From an optimization exercise on the open Yosys and OpenROAD flow, aimed at small area; shortcuts taken in it are not production practice.
In this exercise RTL edits were held to simulation tests only and were not proved equivalent to the original.
No activity file was given, so power comes from the tool's default toggle rates.

== run 1 ==
Design prbs_link_top, start of the top module:
module prbs_link_top (
   input  logic                    clkout1,
   input  logic                    link_down_latched_reset_sync,
   input  logic                    i_force_error,
   output logic [28*(8+1)-1:0] o_tx_lanes,
   input  logic [28*(8+1)-1:0] i_rx_lanes,
   output logic [1:0]              o_status
);
==> flow/config.mk <==
export PLATFORM = sky130hd
export DESIGN_NAME = prbs_link_top
export DESIGN_NICKNAME = prbs_link_top
export VERILOG_FILES = /design/flow/design.v
export SDC_FILE = /design/flow/constraint.sdc
export NUM_CORES = 4
export LEC_CHECK = 0
export CAP_MARGIN = 20
export CORE_MARGIN = 2
export CORE_UTILIZATION = 40
export PLACE_DENSITY = 0.6
export SLEW_MARGIN = 20
==> flow/constraint.sdc <==
create_clock -name core_clock -period 4.0 [get_ports {clkout1}]
set_input_delay 0.8000 -clock core_clock [delete_from_list [all_inputs] [get_ports {clkout1}]]
set_output_delay 0.8000 -clock core_clock [all_outputs]
set_load 0.01 [all_outputs]
standard.sh (not shown) runs the stock make flow with config.mk's settings and CLKGATE_MAP_FILE= SYNTH_SCRIPT=/design/flow/synth_recipe.tcl, a recipe that flattens the netlist after the stock synthesis.
==> flow/flow/run.sh <==
#!/bin/bash
# The standard layout, with the port buffers made from the smallest buffer
# cell instead of the delay buffer buffer_ports picks by default, and a clock
# tree of smaller buffers without dummy loads.
set -euo pipefail
bash standard.sh \
  "BUFFER_PORTS_ARGS=-buffer_cell sky130_fd_sc_hd__buf_1" \
  "CTS_ARGS=-sink_clustering_enable -repair_clock_nets -dont_use_dummy_load -buf_list {sky130_fd_sc_hd__clkbuf_16} -sink_clustering_size 30 -sink_clustering_max_diameter 60" \
  finish > flow_make.log 2>&1
Run 1: flow completed, timing, DRC and antenna clean
Setup changes, run 1 to run 2
Settings: changing PLACE_DENSITY from 0.6 to 0.8; changing CORE_UTILIZATION from 40 to 60.
--- a/flow/flow/run.sh
+++ b/flow/flow/run.sh
@@ -7,3 +7,3 @@
   "BUFFER_PORTS_ARGS=-buffer_cell sky130_fd_sc_hd__buf_1" \
-  "CTS_ARGS=-sink_clustering_enable -repair_clock_nets -dont_use_dummy_load -buf_list {sky130_fd_sc_hd__clkbuf_16} -sink_clustering_size 30 -sink_clustering_max_diameter 60" \
+  "CTS_ARGS=-sink_clustering_enable -repair_clock_nets -dont_use_dummy_load -buf_list {sky130_fd_sc_hd__clkbuf_4 sky130_fd_sc_hd__clkbuf_8} -sink_clustering_size 20 -sink_clustering_max_diameter 60" \
   finish > flow_make.log 2>&1
Notes after the runs:
Share of the cycle needed by the critical path after routing was higher in run 1 than in run 2. Fraction of power spent switching nets is higher on run 2. In the reports for run 1 and run 2, the smaller worst setup slack belongs to run 1. Diff run 1 -> run 2: cell-internal power lost about 6%; worst hold slack level; synthesis-to-layout area growth saw a decrease. On number of clock buffer instances in the layout: run 2 sits below run 1. Relative to run 1, the via count of the first global-routing pass measured on run 2 has increased by a little under 10%.
Input changes introduced in run 3 (baseline for comparison: run 2):
Settings: PLACE_DENSITY now 0.6, was 0.8; CORE_UTILIZATION now 40, was 60.
--- a/flow/flow/run.sh
+++ b/flow/flow/run.sh
@@ -7,3 +7,3 @@
   "BUFFER_PORTS_ARGS=-buffer_cell sky130_fd_sc_hd__buf_1" \
-  "CTS_ARGS=-sink_clustering_enable -repair_clock_nets -dont_use_dummy_load -buf_list {sky130_fd_sc_hd__clkbuf_4 sky130_fd_sc_hd__clkbuf_8} -sink_clustering_size 20 -sink_clustering_max_diameter 60" \
+  "CTS_ARGS=-sink_clustering_enable -repair_clock_nets -dont_use_dummy_load -buf_list {sky130_fd_sc_hd__clkbuf_4 sky130_fd_sc_hd__clkbuf_8} -sink_clustering_size 25 -sink_clustering_max_diameter 60" \
   finish > flow_make.log 2>&1
### Flow results
met1 track utilization from global routing down 11 points in run 3 wrt run 2. Looking at run 2 and run 3, the fraction of area in clock buffers and inverters is a wash. According to the power report, total power for run 3 is lower than for run 2. Power dissipated by switching net loads on run 3 is down relative to run 2. The endpoint of the worst setup timing path comes out o_tx_lanes[76] in one run and o_tx_lanes[227] in the other, namely in run 2 and run 3 respectively.

* * *

== the reference run ==
Another version of the RTL of prbs_link_top (not shown whole).
For scale: roughly 1300 cells after synthesis, roughly 280 flip-flops, roughly 510 I/O pins, about 13000 um^2 of cells after synthesis.
export LEC_CHECK = 0
export CAP_MARGIN = 20
export CORE_MARGIN = 2
export CORE_UTILIZATION = 40
export PLACE_DENSITY = 0.6
export SLEW_MARGIN = 20
create_clock -name core_clock -period 4.0 [get_ports {clkout1}]
==> flow/flow/run.sh <==
#!/bin/bash
# The standard layout with three changes:
#  - synthesis is the standard flow's own script (synth_recipe.tcl) with ABC run on an
#    area-recovering script (flow/abc_area.script) instead of ORFS's speed
#    script; flip-flops are mapped before ABC, so the registers are unchanged;
#  - the port buffers use the smallest buffer cell instead of the delay buffer
#    buffer_ports picks by default;
#  - the clock tree uses smaller buffers and no dummy loads.
set -euo pipefail
here=$(pwd)
{
  echo "proc abc {args} {"
  echo "  set i [lsearch \$args -script]"
  echo "  if {\$i >= 0} { lset args [expr {\$i + 1}] $here/flow/abc_area.script }"
  echo "  yosys abc {*}\$args"
  echo "}"
  cat synth_recipe.tcl
} > own_synth.tcl
bash standard.sh \
  "SYNTH_SCRIPT=$here/own_synth.tcl" \
  "BUFFER_PORTS_ARGS=-buffer_cell sky130_fd_sc_hd__buf_1" \
  "CTS_ARGS=-sink_clustering_enable -repair_clock_nets -dont_use_dummy_load -buf_list {sky130_fd_sc_hd__clkbuf_8} -sink_clustering_size 18 -sink_clustering_max_diameter 80" \
  finish > flow_make.log 2>&1
==> flow/flow/abc_area.script <==
&get -n
&st
&dch
&nf -R 1000
&st
&syn2
&if -g -K 6
&synch2
&nf -R 1000
&st
&syn2
&if -g -K 6
&synch2
&nf -R 1000
&st
&dch -f
&nf -R 1000
&put
topo
stime -c
The reference run finished every step from synthesis to the final layout, and the layout passed the timing, design-rule and antenna checks.
Relative to the reference run, the following input files were edited for the trial run:
- swapping 0.6 for 0.7 in PLACE_DENSITY
- swapping 40 for 50 in CORE_UTILIZATION
-- flow/flow/run.sh --
<<< the reference run, line 22
  "CTS_ARGS=-sink_clustering_enable -repair_clock_nets -dont_use_dummy_load -buf_list {sky130_fd_sc_hd__clkbuf_8} -sink_clustering_size 18 -sink_clustering_max_diameter 80" \
>>> the trial run, line 22
  "CTS_ARGS=-sink_clustering_enable -repair_clock_nets -dont_use_dummy_load -buf_list {sky130_fd_sc_hd__clkbuf_8} -sink_clustering_size 20 -sink_clustering_max_diameter 60" \
## What came out
Area overhead of the layout relative to synthesis: the trial run < the reference run
The reference run → the trial run: multi-input gate share of the layout cell area shows no meaningful change; detailed-routed wire length on met3 higher.
NOTE count of clock-net buffers in the final layout the reference run->the trial run increased by more than 10%
Number of global-route vias before repair (the trial run vs. the reference run) decreases slightly
Routed wire length: the trial run > the reference run
The trial run ended with less number of cells after detailed placement than the reference run.
Comparing power share of the combinational group for the reference run and the trial run, the bigger number came from the trial run.
On number of buffers outside the clock class in the layout, the reference run and the trial run are neck and neck.
The sequential power number comes out higher for the reference run vs the trial run.
Taking the reference run as the reference point, the global routing met2 resource utilization of the trial run rises by 11 points.

* * *

== nickel ==
Starting RTL as in the previous note.
clock: 4.0 ns
lec_check: 0
cap_margin: 20
core_margin: 2
core_utilization: 40
place_density: 0.6
slew_margin: 20
==> flow/flow/run.sh <==
#!/bin/bash
# The standard layout with three changes:
#  - synthesis is the standard flow's own script (synth_recipe.tcl) with ABC run on an
#    area-recovering script (flow/abc_area.script) instead of ORFS's speed
#    script; flip-flops are mapped before ABC, so the registers are unchanged;
#  - the port buffers use the smallest buffer cell instead of the delay buffer
#    buffer_ports picks by default;
#  - the clock tree uses smaller buffers and no dummy loads.
set -euo pipefail
here=$(pwd)
{
  echo "proc abc {args} {"
  echo "  set i [lsearch \$args -script]"
  echo "  if {\$i >= 0} { lset args [expr {\$i + 1}] $here/flow/abc_area.script }"
  echo "  yosys abc {*}\$args"
  echo "}"
  cat synth_recipe.tcl
} > own_synth.tcl
bash standard.sh \
  "SYNTH_SCRIPT=$here/own_synth.tcl" \
  "BUFFER_PORTS_ARGS=-buffer_cell sky130_fd_sc_hd__buf_1" \
  "CTS_ARGS=-sink_clustering_enable -repair_clock_nets -dont_use_dummy_load -buf_list {sky130_fd_sc_hd__clkbuf_4 sky130_fd_sc_hd__clkbuf_8} -sink_clustering_size 16 -sink_clustering_max_diameter 45" \
  finish > flow_make.log 2>&1
Scripts as last shown in full above: flow/flow/abc_area.script
For raven, these inputs were changed with respect to nickel:
diff --git a/flow/flow/run.sh b/flow/flow/run.sh
--- a/flow/flow/run.sh
+++ b/flow/flow/run.sh
@@ -20,4 +20,4 @@
   "SYNTH_SCRIPT=$here/own_synth.tcl" \
   "BUFFER_PORTS_ARGS=-buffer_cell sky130_fd_sc_hd__buf_1" \
-  "CTS_ARGS=-sink_clustering_enable -repair_clock_nets -dont_use_dummy_load -buf_list {sky130_fd_sc_hd__clkbuf_4 sky130_fd_sc_hd__clkbuf_8} -sink_clustering_size 16 -sink_clustering_max_diameter 45" \
+  "CTS_ARGS=-sink_clustering_enable -repair_clock_nets -dont_use_dummy_load -buf_list {sky130_fd_sc_hd__clkbuf_8} -sink_clustering_size 18 -sink_clustering_max_diameter 80" \
   finish > flow_make.log 2>&1
diff --git a/flow/config.mk b/flow/config.mk
--- a/flow/config.mk
+++ b/flow/config.mk
@@ -8,5 +8,5 @@
 export CAP_MARGIN = 20
 export CORE_MARGIN = 2
-export CORE_UTILIZATION = 40
-export PLACE_DENSITY = 0.6
+export CORE_UTILIZATION = 55
+export PLACE_DENSITY = 0.75
 export SLEW_MARGIN = 20
## What came out
Changes observed in raven relative to nickel: clock latency reported for the late side of the worst-skew pair rose by 40 ps; setup slack fell by 150 ps; die area fell by 27%; overall fraction of global-route tracks in use rose by 7.8 points.
The following lists how pepper was set up differently from raven:
diff --git a/flow/flow/run.sh b/flow/flow/run.sh
--- a/flow/flow/run.sh
+++ b/flow/flow/run.sh
@@ -19,5 +19,6 @@
 bash standard.sh \
   "SYNTH_SCRIPT=$here/own_synth.tcl" \
+  "GPL_KEEP_OVERFLOW=0" \
   "BUFFER_PORTS_ARGS=-buffer_cell sky130_fd_sc_hd__buf_1" \
-  "CTS_ARGS=-sink_clustering_enable -repair_clock_nets -dont_use_dummy_load -buf_list {sky130_fd_sc_hd__clkbuf_8} -sink_clustering_size 18 -sink_clustering_max_diameter 80" \
+  "CTS_ARGS=-sink_clustering_enable -repair_clock_nets -dont_use_dummy_load -buf_list {sky130_fd_sc_hd__clkbuf_8} -sink_clustering_size 20 -sink_clustering_max_diameter 60" \
   finish > flow_make.log 2>&1
diff --git a/flow/config.mk b/flow/config.mk
--- a/flow/config.mk
+++ b/flow/config.mk
@@ -8,5 +8,5 @@
 export CAP_MARGIN = 20
 export CORE_MARGIN = 2
-export CORE_UTILIZATION = 55
-export PLACE_DENSITY = 0.75
+export CORE_UTILIZATION = 40
+export PLACE_DENSITY = 0.6
 export SLEW_MARGIN = 20
In the metrics for pepper and raven, the one carrying the higher share of power burned in combinational logic is raven. raven leaves more setup margin than pepper. pepper vs raven: initial antenna violation count up. Startpoint of the worst setup timing path = prbs_gen_inst.r_q[1]: pepper; startpoint of the worst setup timing path = prbs_gen_inst.r_q[2]: raven. pepper against raven: clock skew +22 ps; starting utilization of the core area -16 points; area of all placed cells without fillers +220 um2; final critical-path required period +260 ps. Wire: pepper routes less than raven. pepper vs raven: total power divided by cell area down by a few percent.

* * *

Setup of job 101:
prbs_link_top again, from the RTL that the note above started with.
Settings: LEC_CHECK=0, CAP_MARGIN=5, CORE_MARGIN=2, CORE_UTILIZATION=40, PLACE_DENSITY=0.6, SLEW_MARGIN=5; clock period 4.0 ns.
==> flow/flow/run.sh <==
#!/bin/bash
# The standard layout with three changes:
#  - synthesis is the standard flow's own script (synth_recipe.tcl) with ABC run on an
#    area-recovering script (flow/abc_area.script) instead of ORFS's speed
#    script; flip-flops are mapped before ABC, so the registers are unchanged;
#  - the port buffers use the smallest buffer cell instead of the delay buffer
#    buffer_ports picks by default;
#  - the clock tree uses smaller buffers and no dummy loads.
set -euo pipefail
here=$(pwd)
{
  echo "proc abc {args} {"
  echo "  set i [lsearch \$args -script]"
  echo "  if {\$i >= 0} { lset args [expr {\$i + 1}] $here/flow/abc_area.script }"
  echo "  yosys abc {*}\$args"
  echo "}"
  cat synth_recipe.tcl
} > own_synth.tcl
bash standard.sh \
  "SYNTH_SCRIPT=$here/own_synth.tcl" \
  "BUFFER_PORTS_ARGS=-buffer_cell sky130_fd_sc_hd__buf_1" \
  "CTS_ARGS=-sink_clustering_enable -repair_clock_nets -dont_use_dummy_load -buf_list {sky130_fd_sc_hd__clkbuf_8} -sink_clustering_size 18 -sink_clustering_max_diameter 80" \
  finish > flow_make.log 2>&1
Scripts as last shown in full above: flow/flow/abc_area.script
diff inputs: job 101 => job 102
--- a/flow/config.mk
+++ b/flow/config.mk
@@ -6,7 +6,7 @@
 export NUM_CORES = 4
 export LEC_CHECK = 0
-export CAP_MARGIN = 5
+export CAP_MARGIN = 20
 export CORE_MARGIN = 2
-export CORE_UTILIZATION = 40
-export PLACE_DENSITY = 0.6
-export SLEW_MARGIN = 5
+export CORE_UTILIZATION = 50
+export PLACE_DENSITY = 0.7
+export SLEW_MARGIN = 20
Job 102 against job 101: maximum clock frequency climbed 15 MHz, final routed wirelength across all metal layers went up 560 um, total power draw now sits higher, vias after detailed routing +30. In the reports for job 102 and job 101, the larger sequential share of layout area belongs to job 102. Job 102 vs job 101: clock network fraction of design power down. Job 102 against job 101: global-route wire length before repair shows a reduction of about 1.8%, relative contribution of sequential cells to total power shows a reduction of 0.9 points.
Modified inputs, job 103 compared to job 102
--- a/flow/flow/run.sh
+++ b/flow/flow/run.sh
@@ -20,4 +20,4 @@
   "SYNTH_SCRIPT=$here/own_synth.tcl" \
   "BUFFER_PORTS_ARGS=-buffer_cell sky130_fd_sc_hd__buf_1" \
-  "CTS_ARGS=-sink_clustering_enable -repair_clock_nets -dont_use_dummy_load -buf_list {sky130_fd_sc_hd__clkbuf_8} -sink_clustering_size 18 -sink_clustering_max_diameter 80" \
+  "CTS_ARGS=-sink_clustering_enable -repair_clock_nets -dont_use_dummy_load -buf_list {sky130_fd_sc_hd__clkbuf_16} -sink_clustering_size 30 -sink_clustering_max_diameter 80" \
   finish > flow_make.log 2>&1
--- a/flow/config.mk
+++ b/flow/config.mk
@@ -8,5 +8,5 @@
 export CAP_MARGIN = 20
 export CORE_MARGIN = 2
-export CORE_UTILIZATION = 50
-export PLACE_DENSITY = 0.7
+export CORE_UTILIZATION = 40
+export PLACE_DENSITY = 0.6
 export SLEW_MARGIN = 20
### Flow results
- Against job 102 as the reference, job 103 delivers a lower hold slack.
- When job 103 is set beside job 102, its first-pass GRT wire length turns out to be about 0.65% larger.
- Of job 103 and job 102, it is job 103 that has the lower layout cell share with drive strength beyond 1.
- Where via count is concerned, job 102 is outperformed by job 103.
- Going from job 102 to job 103, global-route usage moved down; area of all placed cells without fillers moved up.
- [compare] base=job 102 new=job 103: peak ir drop on the vdd network -1.0 mV, worst setup slack lower.
- NOTE: total length of routed met3 wires in job 103 exceeds that of job 102
- Going from job 102 to job 103, power consumed by combinational cells shrinks by about 4.7%.
- Job 103 ran to completion and came out clean on the timing, design-rule and antenna checks.
- Overall power after layout of job 103 is on par with job 102.
Edits applied to the flow inputs when going from job 103 to job 104:
--- a/flow/flow/run.sh
+++ b/flow/flow/run.sh
@@ -19,5 +19,6 @@
 bash standard.sh \
   "SYNTH_SCRIPT=$here/own_synth.tcl" \
+  "REMOVE_ABC_BUFFERS=1" \
   "BUFFER_PORTS_ARGS=-buffer_cell sky130_fd_sc_hd__buf_1" \
-  "CTS_ARGS=-sink_clustering_enable -repair_clock_nets -dont_use_dummy_load -buf_list {sky130_fd_sc_hd__clkbuf_16} -sink_clustering_size 30 -sink_clustering_max_diameter 80" \
+  "CTS_ARGS=-sink_clustering_enable -repair_clock_nets -dont_use_dummy_load -buf_list {sky130_fd_sc_hd__clkbuf_8} -sink_clustering_size 20 -sink_clustering_max_diameter 60" \
   finish > flow_make.log 2>&1
--- a/flow/config.mk
+++ b/flow/config.mk
@@ -9,4 +9,5 @@
 export CORE_MARGIN = 2
 export CORE_UTILIZATION = 40
+export GPL_TIMING_DRIVEN = 0
 export PLACE_DENSITY = 0.6
 export SLEW_MARGIN = 20
Notes after the runs:
- Final setup skew: job 104 < job 103
- Job 104 ends up with higher detailed-placement wirelength estimate than job 103 does.
- Diff job 104 and job 103: pin count of the biggest net entering global routing lower in job 104
- Diff job 104 and job 103: total internal power higher in job 103
- Job 104: no failed stages, no open violations at the end
- In job 104, count of filler cells inserted in the layout is higher than in job 103.
Inputs modified between job 104 and job 105:
--- a/flow/flow/run.sh
+++ b/flow/flow/run.sh
@@ -19,5 +19,4 @@
 bash standard.sh \
   "SYNTH_SCRIPT=$here/own_synth.tcl" \
-  "REMOVE_ABC_BUFFERS=1" \
   "BUFFER_PORTS_ARGS=-buffer_cell sky130_fd_sc_hd__buf_1" \
   "CTS_ARGS=-sink_clustering_enable -repair_clock_nets -dont_use_dummy_load -buf_list {sky130_fd_sc_hd__clkbuf_8} -sink_clustering_size 20 -sink_clustering_max_diameter 60" \
--- a/flow/config.mk
+++ b/flow/config.mk
@@ -9,5 +9,4 @@
 export CORE_MARGIN = 2
 export CORE_UTILIZATION = 40
-export GPL_TIMING_DRIVEN = 0
 export PLACE_DENSITY = 0.6
 export SLEW_MARGIN = 20
Results
Job 105 has met3 capacity usage during global routing above what job 104 had. On worst path setup slack after routing, job 104 loses to job 105. Switching power in job 105 vs job 104: down 4.9%. Job 105 — overall via count from detail_route 35 higher, job 104 as reference. Sort job 104 and job 105 by global-route usage desc -> top: job 104.

[afterwards: timing with drivers on the ports]
No port has a modelled driver above. Below, the same layouts with a new extraction and two added sets of constraints. Step 1: set_driving_cell puts a clkbuf_16 on clkout1 and a buf_2 on each other input, an assumption about the parent block. Step 2 also shifts input and output timing later by t, the mid clock arrival at the registers, as if the neighbouring blocks saw the same clock. Three values: ideal ports, drivers, drivers and shift; two values: the first two.
| run | t (ns) | slack for setup (ns) | hold WS [ns] | clock arrival spread, ns |
|---|---|---|---|---|
| run 1 | 0.540 | 0.333 / 0.283 / 0.824 | 0.334 / 0.334 / 0.334 | 0.057 / 0.057 |
| run 2 | 0.575 | 0.459 / 0.412 / 0.987 | 0.335 / 0.320 / 0.337 | 0.092 / 0.092 |
| run 3 | 0.571 | 0.289 / 0.243 / 0.810 | 0.336 / 0.331 / 0.336 | 0.088 / 0.089 |
| the reference run | 0.583 | 0.408 / 0.362 / 0.611 | 0.331 / 0.331 / 0.331 | 0.068 / 0.068 |
| the trial run | 0.595 | 0.549 / 0.505 / 0.995 | 0.311 / 0.311 / 0.311 | 0.094 / 0.094 |
| nickel | 0.544 | 0.493 / 0.446 / 0.668 | 0.320 / 0.320 / 0.320 | 0.101 / 0.101 |
| raven | 0.554 | 0.340 / 0.302 / 0.857 | 0.282 / 0.282 / 0.282 | 0.073 / 0.073 |
| pepper | 0.593 | 0.078 / 0.031 / 0.623 | 0.308 / 0.308 / 0.308 | 0.094 / 0.095 |
| job 101 | 0.583 | 0.408 / 0.362 / 0.611 | 0.331 / 0.331 / 0.331 | 0.068 / 0.068 |
| job 102 | 0.561 | 0.588 / 0.544 / 0.989 | 0.340 / 0.340 / 0.340 | 0.068 / 0.068 |
| job 103 | 0.546 | 0.521 / 0.470 / 0.610 | 0.312 / 0.312 / 0.312 | 0.084 / 0.084 |
| job 104 | 0.606 | 0.078 / 0.034 / 0.640 | 0.313 / 0.306 / 0.330 | 0.062 / 0.062 |
| job 105 | 0.594 | 0.490 / 0.442 / 0.654 | 0.326 / 0.312 / 0.326 | 0.092 / 0.091 |
After both steps setup and hold are still met in every run listed.
